What follows belongs to an exercise in optimizing a design on an open flow for a short achievable clock period and few clock cycles per item; a production flow would make more cautious choices. Only simulation tests tie the RTL to the original design; equivalence was not proved.

## flow/config.mk

```make
export PLATFORM = sky130hd
export DESIGN_NAME = random_burst_motion_scheduler
export DESIGN_NICKNAME = random_burst_motion_scheduler
export VERILOG_FILES = /design/flow/design.v
export SDC_FILE = /design/flow/constraint.sdc
export NUM_CORES = 4
export LEC_CHECK = 0
export CAP_MARGIN = 20
export CORE_MARGIN = 2
export CORE_UTILIZATION = 40
export SLEW_MARGIN = 20
```

## flow/constraint.sdc

```tcl
create_clock -name core_clock -period 8.0 [get_ports {clk}]
set_input_delay 1.6000 -clock core_clock [delete_from_list [all_inputs] [get_ports {clk}]]
set_output_delay 1.6000 -clock core_clock [all_outputs]
set_load 0.01 [all_outputs]
```

## flow/design.v

```verilog
package rbms_pkg;
  localparam logic [31:0] LCG_MUL        = 32'd1103515245;
  localparam logic [31:0] LCG_INC        = 32'd12345;
  localparam logic [31:0] LCG_SEED       = 32'd12345;
  localparam logic [15:0] INTERVAL_RESET = 16'd5000;
  localparam logic [11:0] LEN_LO         = 12'd1000;
  localparam logic [31:0] GAP_LO         = 32'd50;
  localparam logic [4:0]  DELTA_LO       = 5'd15;    
  localparam logic [4:0]  RETRY_LO       = 5'd1;
  localparam int          RECIP_SHIFT    = 20;
  localparam logic [0:0]  REG_INTERVAL   = 1'b0;
  typedef enum logic [1:0] {
    SPAN_LEN,
    SPAN_DELTA,
    SPAN_GAP,
    SPAN_RETRY
  } span_sel_t;
  typedef enum logic [1:0] {
    PH_IDLE,
    PH_QUO,
    PH_REM
  } rng_phase_t;
  typedef enum logic [3:0] {
    ST_IDLE,
    ST_CYCLE,
    ST_LEN,
    ST_BURST,
    ST_DX,
    ST_DY,
    ST_RX,
    ST_RY,
    ST_GAP,
    ST_DONE
  } state_t;
  typedef struct packed {
    logic      start;
    logic      add;
    span_sel_t span;
  } rng_ctl_t;
  typedef struct packed {
    logic        busy;
    logic        done;
    logic [10:0] value;
  } rng_sts_t;
  function automatic logic [10:0] span_of(span_sel_t s);
    logic [10:0] r;
    case (s)
      2'd0: r = 11'd2001;
      2'd1: r = 11'd31;
      2'd2: r = 11'd151;
      2'd3: r = 11'd3;
      default:    r = 11'd3;
    endcase
    span_of = r;
  endfunction
  function automatic logic [18:0] recip_of(span_sel_t s);
    logic [18:0] r;
    case (s)
      2'd0: r = 19'd524;
      2'd1: r = 19'd33825;
      2'd2: r = 19'd6944;
      2'd3: r = 19'd349525;
      default:    r = 19'd349525;
    endcase
    recip_of = r;
  endfunction
endpackage
module rbms_rng (
  input  logic                clk,
  input  logic                rst,
  input  rbms_pkg::rng_ctl_t  ctl,
  input  logic [31:0]         add_val,
  output rbms_pkg::rng_sts_t  sts
);
  rbms_pkg::rng_phase_t phase, phase_next;
  rbms_pkg::span_sel_t  sel;
  logic [31:0] lcg_state;
  logic [14:0] raw_q;
  logic [33:0] prod;
  logic [13:0] quo;
  logic [15:0] rem_a;
  logic [15:0] rem_b;
  logic [10:0] span;
  logic        done;
  logic [10:0] value;
  assign span  = rbms_pkg::span_of(sel);
  assign quo   = prod[33:rbms_pkg::RECIP_SHIFT];
  assign rem_a = {1'b0, raw_q} - ({2'b0, quo} * {5'b0, span});
  assign rem_b = (rem_a >= {5'b0, span}) ? rem_a - {5'b0, span} : rem_a;
  always_comb begin
    phase_next = phase;
    case (phase)
      rbms_pkg::PH_IDLE: if (ctl.start) phase_next = rbms_pkg::PH_QUO;
      rbms_pkg::PH_QUO:  phase_next = rbms_pkg::PH_REM;
      rbms_pkg::PH_REM:  phase_next = rbms_pkg::PH_IDLE;
      default:           phase_next = rbms_pkg::PH_IDLE;
    endcase
  end
  always_ff @(posedge clk) begin
    if (rst) begin
      phase     <= rbms_pkg::PH_IDLE;
      lcg_state <= rbms_pkg::LCG_SEED;
      done      <= 1'b0;
    end else begin
      phase <= phase_next;
      done  <= (phase == rbms_pkg::PH_REM);
      if (phase == rbms_pkg::PH_IDLE && ctl.start) begin
        lcg_state <= 32'(lcg_state * rbms_pkg::LCG_MUL) + rbms_pkg::LCG_INC;
      end else if (phase == rbms_pkg::PH_IDLE && ctl.add) begin
        lcg_state <= lcg_state + add_val;
      end
    end
  end
  always_ff @(posedge clk) begin
    if (phase == rbms_pkg::PH_IDLE && ctl.start) sel <= ctl.span;
    if (phase == rbms_pkg::PH_QUO) begin
      raw_q <= lcg_state[30:16];
      prod  <= {19'b0, lcg_state[30:16]} * {15'b0, rbms_pkg::recip_of(sel)};
    end
    if (phase == rbms_pkg::PH_REM) value <= rem_b[10:0];
  end
  assign sts.busy  = (phase != rbms_pkg::PH_IDLE);
  assign sts.done  = done;
  assign sts.value = value;
endmodule
module random_burst_motion_scheduler (
  input  logic              clk,
  input  logic              rst,
  input  logic              psel,
  input  logic              penable,
  input  logic              pwrite,
  input  logic [2:0]        paddr,
  input  logic [31:0]       pwdata,
  output logic [31:0]       prdata,
  output logic              pready,
  input  logic              in_valid,
  output logic              in_stall,
  input  logic [31:0]       now_ms,
  input  logic              report_ready,
  output logic              out_valid,
  input  logic              out_stall,
  output logic              send_move,
  output logic signed [4:0] delta_x,
  output logic signed [4:0] delta_y
);
  rbms_pkg::state_t   state, state_next;
  rbms_pkg::rng_ctl_t ctl;
  rbms_pkg::rng_sts_t sts;
  logic [15:0] interval;
  logic [31:0] now_r;
  logic        ready_r;
  logic [31:0] cycle_start;
  logic [31:0] burst_start;
  logic [11:0] burst_length;
  logic [31:0] next_move;
  logic        burst_active;
  logic        cycle_begun;
  logic [4:0]  dx_w;
  logic [4:0]  dy_w;
  logic        send_w;
  logic elapsed;
  logic burst_go;
  logic both_zero;
  logic out_free;
  rbms_rng u_rng (
    .clk     (clk),
    .rst     (rst),
    .ctl     (ctl),
    .add_val (now_r),
    .sts     (sts)
  );
  assign pready    = 1'b1;
  assign prdata    = {16'b0, interval};
  assign elapsed   = (now_r - cycle_start) >= {16'b0, interval};
  assign burst_go  = cycle_begun && burst_active && (now_r >= next_move);
  assign both_zero = (dx_w == 5'd0) && (sts.value == 11'(rbms_pkg::DELTA_LO));
  assign out_free  = !out_valid || !out_stall;
  always_comb begin
    state_next = state;
    case (state)
      rbms_pkg::ST_IDLE:  if (in_valid) state_next = rbms_pkg::ST_CYCLE;
      rbms_pkg::ST_CYCLE: state_next = elapsed ? rbms_pkg::ST_LEN : rbms_pkg::ST_BURST;
      rbms_pkg::ST_LEN:   if (sts.done) state_next = rbms_pkg::ST_BURST;
      rbms_pkg::ST_BURST: begin
        if (!burst_go) state_next = rbms_pkg::ST_DONE;
        else if (ready_r) state_next = rbms_pkg::ST_DX;
        else state_next = rbms_pkg::ST_GAP;
      end
      rbms_pkg::ST_DX:    if (sts.done) state_next = rbms_pkg::ST_DY;
      rbms_pkg::ST_DY: begin
        if (sts.done) state_next = both_zero ? rbms_pkg::ST_RX : rbms_pkg::ST_GAP;
      end
      rbms_pkg::ST_RX:    if (sts.done) state_next = rbms_pkg::ST_RY;
      rbms_pkg::ST_RY:    if (sts.done) state_next = rbms_pkg::ST_GAP;
      rbms_pkg::ST_GAP:   if (sts.done) state_next = rbms_pkg::ST_DONE;
      rbms_pkg::ST_DONE:  if (out_free) state_next = rbms_pkg::ST_IDLE;
      default:            state_next = rbms_pkg::ST_IDLE;
    endcase
  end
  always_comb begin
    in_stall  = (state != rbms_pkg::ST_IDLE);
    ctl.start = 1'b0;
    ctl.add   = 1'b0;
    ctl.span  = rbms_pkg::SPAN_GAP;
    case (state)
      rbms_pkg::ST_CYCLE: begin
        ctl.start = elapsed;
        ctl.span  = rbms_pkg::SPAN_LEN;
      end
      rbms_pkg::ST_LEN:   ctl.add = sts.done;
      rbms_pkg::ST_BURST: begin
        ctl.start = burst_go;
        ctl.span  = ready_r ? rbms_pkg::SPAN_DELTA : rbms_pkg::SPAN_GAP;
      end
      rbms_pkg::ST_DX: begin
        ctl.start = sts.done;
        ctl.span  = rbms_pkg::SPAN_DELTA;
      end
      rbms_pkg::ST_DY: begin
        ctl.start = sts.done;
        ctl.span  = both_zero ? rbms_pkg::SPAN_RETRY : rbms_pkg::SPAN_GAP;
      end
      rbms_pkg::ST_RX: begin
        ctl.start = sts.done;
        ctl.span  = rbms_pkg::SPAN_RETRY;
      end
      rbms_pkg::ST_RY: begin
        ctl.start = sts.done;
        ctl.span  = rbms_pkg::SPAN_GAP;
      end
      default: begin
        ctl.start = 1'b0;
      end
    endcase
  end
  always_ff @(posedge clk) begin
    if (rst) begin
      state        <= rbms_pkg::ST_IDLE;
      interval     <= rbms_pkg::INTERVAL_RESET;
      cycle_start  <= 32'd0;
      burst_start  <= 32'd0;
      burst_length <= 12'd0;
      next_move    <= 32'd0;
      burst_active <= 1'b0;
      cycle_begun  <= 1'b0;
      out_valid    <= 1'b0;
    end else begin
      state <= state_next;
      if (psel && penable && pwrite && pready && paddr[2] == rbms_pkg::REG_INTERVAL) begin
        interval <= pwdata[15:0];
      end
      if (state == rbms_pkg::ST_CYCLE && elapsed) begin
        cycle_start  <= now_r;
        burst_start  <= now_r;
        cycle_begun  <= 1'b1;
        burst_active <= 1'b1;
        next_move    <= now_r;
      end
      if (state == rbms_pkg::ST_LEN && sts.done) begin
        burst_length <= 12'(sts.value) + rbms_pkg::LEN_LO;
      end
      if (state == rbms_pkg::ST_BURST && cycle_begun && burst_active &&
          (now_r - burst_start) >= {20'b0, burst_length}) begin
        burst_active <= 1'b0;
      end
      if (state == rbms_pkg::ST_GAP && sts.done) begin
        next_move <= now_r + 32'(sts.value) + rbms_pkg::GAP_LO;
      end
      if (state == rbms_pkg::ST_DONE && out_free) begin
        out_valid <= 1'b1;
      end else if (!out_stall) begin
        out_valid <= 1'b0;
      end
    end
  end
  always_ff @(posedge clk) begin
    if (state == rbms_pkg::ST_IDLE && in_valid) begin
      now_r   <= now_ms;
      ready_r <= report_ready;
      send_w  <= 1'b0;
      dx_w    <= 5'd0;
      dy_w    <= 5'd0;
    end
    if (sts.done) begin
      case (state)
        rbms_pkg::ST_DX: dx_w <= sts.value[4:0] - rbms_pkg::DELTA_LO;
        rbms_pkg::ST_DY: begin
          dy_w   <= sts.value[4:0] - rbms_pkg::DELTA_LO;
          send_w <= 1'b1;
        end
        rbms_pkg::ST_RX: dx_w <= sts.value[4:0] + rbms_pkg::RETRY_LO;
        rbms_pkg::ST_RY: dy_w <= sts.value[4:0] + rbms_pkg::RETRY_LO;
        default: begin
          send_w <= send_w;
        end
      endcase
    end
    if (state == rbms_pkg::ST_DONE && out_free) begin
      send_move <= send_w;
      delta_x   <= dx_w;
      delta_y   <= dy_w;
    end
  end
endmodule
```

## flow/run.sh

```bash
#!/bin/bash
# synth_recipe.tcl (not shown) runs the flow's synth.tcl, then flattens the netlist and writes it again
# the make line also repeats each setting of config.mk as NAME=value (left out here)
make -C /OpenROAD-flow-scripts/flow DESIGN_CONFIG=/design/flow/config.mk WORK_HOME=/design/flow/orfs CLKGATE_MAP_FILE= SYNTH_SCRIPT=/design/flow/synth_recipe.tcl finish
```

==> impl_metrics.py <==
metrics = {
    "layout": {
        "syn_to_final_growth_pct": 9.69,
        "final_cell_mix": "inv_1, ha_1, fa_1, nand2_1, nor2_1",
        "fill_cells": 8316,
        "final_common_cell": "inv_1",
        "drive_above_1_share": 0.0403,
        "nets": 4979,
        "num_antenna_cells": 0,
    },
    "timing": {
        "tns_ns": 0,
        "hold_ws_ns": 0.431,
        "slew_violations": 0,
        "slew-limit-headroom": 0.315,
        "min_period_ns": 7.50,
        "fin_skew_ns": 0.0443,
        "fmax_mhz": 133,
        "tightest_slew_ns": 1.02,
        "rsz0062_at_grt": "false",
        "finalHoldViolCount": 0,
        "finalCritPeriodShare": 0.937,
        "setup_viol": 0,
    },
    "floorplanning": {
        "start_util": 0.403,
        "die-area_mm2": 0.0881,
        "die_w_um": 297,
        "coreArea_mm2": 0.0850,
        "rows": 107,
        "io_pins": 121,
        "die_h_um": 297,
    },
    "synthesis": {
        "yosys_warnings": 2,
        "syn-cell-area_mm2": 0.0343,
        "synth-edff-count": 87,
        "synth_cell_types": 88,
        "yosysSeqAreaShare": 0.160,
        "synth.avg_cell_area_um2": 8.88,
        "synth_flop_cell": "dfxtp_1",
        "ys_ff_latch": 230,
        "synth_area_leaders": "fa_1, ha_1, inv_1",
        "yosysTopAreaCell": "fa_1",
        "synthCells": 3863,
        "synth_top_area_share": 0.239,
        "async_flop_share": 0,
    },
    "critical_path": {
        "path_common_cell": "fa_1",
        "crit_buf_inv": 5,
        "cp-start-kind": "register",
        "slowest_delay_ns": 0.56,
        "crit_type": "register to register",
        "critPathCaptureType": "register",
        "r2r-end": "u_rng.lcg_state[28]$_SDFFE_PP0P_",
        "rrSetupSlack_ns": 0.50,
        "r2r_cells": 26,
        "critPathTopFamily": "adder cells",
        "cp_max_fo": 6,
        "crit_start": "u_rng.lcg_state[5]$_SDFFE_PP1P_",
        "critPathArrivalTime_ns": 7.92,
        "reg2reg_from": "u_rng.lcg_state[5]$_SDFFE_PP1P_",
        "crit_path_top_delay_cell": "fa_1",
        "worstPathRequired_ns": 8.42,
    },
    "detailed_routing": {
        "drc": 0,
        "firstDrtPassIters": 5,
        "drt-initial-drc-count": 1331,
        "finalWirelength_um": 88900,
        "vias": 25834,
        "dr_wl_met2_um": 40600,
        "met3WireLength_um": 3640,
        "wl_met1_um": 41400,
        "vias_per_cell": 5.05,
        "wire_per_inst_um": 17.4,
        "ant_nets": 0,
        "highest_layer": "met4",
    },
    "clock_network": {
        "path_clk_slew_ns": 0.07,
        "cts_buffer_depth": 3,
        "htreeDepth": 1,
        "cts_tree": "yes",
        "cts_sinks": 230,
        "clockRootBuffer": "clkbuf_16",
        "cts_buffers": 26,
        "postCtsSetupBuffers": 0,
        "clk_latency_ns": 0.58,
    },
    "min_path": {
        "hp-class": "register to register",
        "min_to": "delta_y[0]$_DFFE_PP_",
        "hold_path_depth": 0,
        "hp-start": "dy_w[0]$_DFF_P_",
    },
    "status": {
        "outcome": "finished clean",
    },
    "placement": {
        "hpwl_um": 75200,
        "numPortBuffers": 85,
        "finalWeightedCongestion": 0.964,
    },
    "global_route": {
        "grt.overflow.total": 0,
        "first_global_vias": 26446,
        "antenna_found_initial": 0,
        "grt_max_degree": 62,
        "grt_util_all_layers": 0.204,
        "grt_pass1_wl_um": 145000,
    },
    "run": {
        "drv_cap": 0,
    },
}
## how the worst max path moves through the flow
stage | to | slack, ns | cells past startpoint
global placement | u_rng.lcg_state[29]$_SDFFE_PP0P_ | 0.57 | 26
global route | u_rng.lcg_state[30]$_SDFFE_PP0P_ | 0.09 | 27
CTS | u_rng.lcg_state[30]$_SDFFE_PP0P_ | 0.48 | 26
finish | u_rng.lcg_state[28]$_SDFFE_PP0P_ | 0.50 | 26
detailed placement | u_rng.lcg_state[29]$_SDFFE_PP0P_ | 0.54 | 26
floorplan | u_rng.value[10]$_DFFE_PP_ | 0.63 | 29
## stage by stage
stage / area, um^2 / worst slack [ns] / utilization / instances
final: 37600 / 0.502 / 0.442 / 5111
after global routing: 37600 / 0.0870 / 0.442 / 5111
after CTS: 37600 / 0.476 / 0.442 / 5111
after detailed placement: 36600 / 0.540 / 0.431 / 5063
after global placement: 36600 / 0.575 / 0.431 / 5063
after floorplan: 34300 / 0.627 / - / 3878
## cell families (layout without fill, tap and decap cells)
logic type	count (synthesis)	after routing	share of synthesized area
AO/OA/AOI/OAI	634	634	0.125
XOR/XNOR	181	181	0.0462
adder cells (fa/ha/maj)	957	957	0.439
buffers and inverters	1027	1116	0.116
flip-flops	230	230	0.160
multiplexers	15	15	0.00471
other	2	17	0.000219
AND/OR/NAND/NOR	817	817	0.110
## registers in the layout (all words and copies together), names as in the netlist, 12 cells and up
name             count
now_r               32
u_rng.raw_q         15
u_rng.prod          14
next_move           32
interval            16
u_rng.lcg_state     31
burst_length        12
burst_start         32
## repair_timing
| item | in CTS | in global routing |
|---|---|---|
| hold buffers | 0 | 0 |
| gates resized for setup | 0 | 1 |
| endpoints found under the setup margin | 0 | 1 |
## synth_stat cells, drive strengths merged (56+ instances only)
| cell type | number |
|---|---|
| inv | 912 |
| ha | 548 |
| fa | 409 |
| nand2 | 285 |
| nor2 | 238 |
| a21oi | 181 |
| dfxtp | 143 |
| xnor2 | 123 |
| o21ai | 94 |
| edfxtp | 87 |
| a21o | 75 |
| clkbuf | 72 |
| a211oi | 59 |
| xor2 | 58 |
| nor3 | 56 |
## layer usage
layer | track usage | vias to the layer above
li1 | - | 12672
met5 | 0 | -
met3 | 0.0166 | 122
met2 | 0.336 | 553
met4 | 0.0688 | 0
met1 | 0.283 | 12487
## worst reg2reg max path: stages, from the launching register on
cell and delay, ns:
dfxtp_1 0.50, buf_4 0.24, ha_1 0.18, xor2_1 0.28, ha_1 0.25, a21oi_1 0.09
fa_1 0.47, fa_1 0.56, inv_1 0.05, fa_1 0.45, ha_1 0.33, fa_1 0.54
inv_1 0.05, fa_1 0.52, inv_1 0.04, ha_1 0.35, a211oi_1 0.35, o211ai_1 0.22
a41o_1 0.28, a21oi_1 0.11, buf_4 0.16, o211ai_1 0.10, a31oi_1 0.24, o21ai_0 0.21
or3_1 0.35, a211oi_1 0.34, a311oi_1 0.08
## final cells by class
cell class              count  area, um^2  share of cell area
clock buffers              31         701              0.0186
clock inverters            17         283             0.00752
inverters                 915        3430              0.0913
multi-input cells        2621       24900               0.663
flip-flops and latches    230        5480               0.146
well taps                1144        1430              0.0381
repair buffers            153        1360              0.0361
Testbench counts, summed over its fixed seeds: cycles 28,117, polls 4,800.

static timing again, ports no longer ideal:
The flow's constraints put no driver on any port. The routed layout listed below was extracted and timed again, unchanged, in two steps. Step 1 (the two cells are an assumption about what drives the block):
set clk [get_ports {clk}]
set_driving_cell -lib_cell sky130_fd_sc_hd__clkbuf_16 $clk
set_driving_cell -lib_cell sky130_fd_sc_hd__buf_2 [delete_from_list [all_inputs] $clk]
Step 2 also shifts input and output timing later by t, the mid clock arrival at the registers, as if the neighbouring blocks saw the same clock. a / b / c = no drivers / after step 1 / after step 2; a / b = the first two.
t (ns): 0.611
setup slack, ns: 0.502 / 0.502 / 0.502
worst setup path at the end: register to register
slew at the worst register clock pin (ns): 0.07 / 0.07
cell pins on the clock port's net: 1
After both steps setup and hold are still met in this run. For this run, drivers alone change the setup slack by 0.000 ns; drivers and shift together by 0.000 ns.
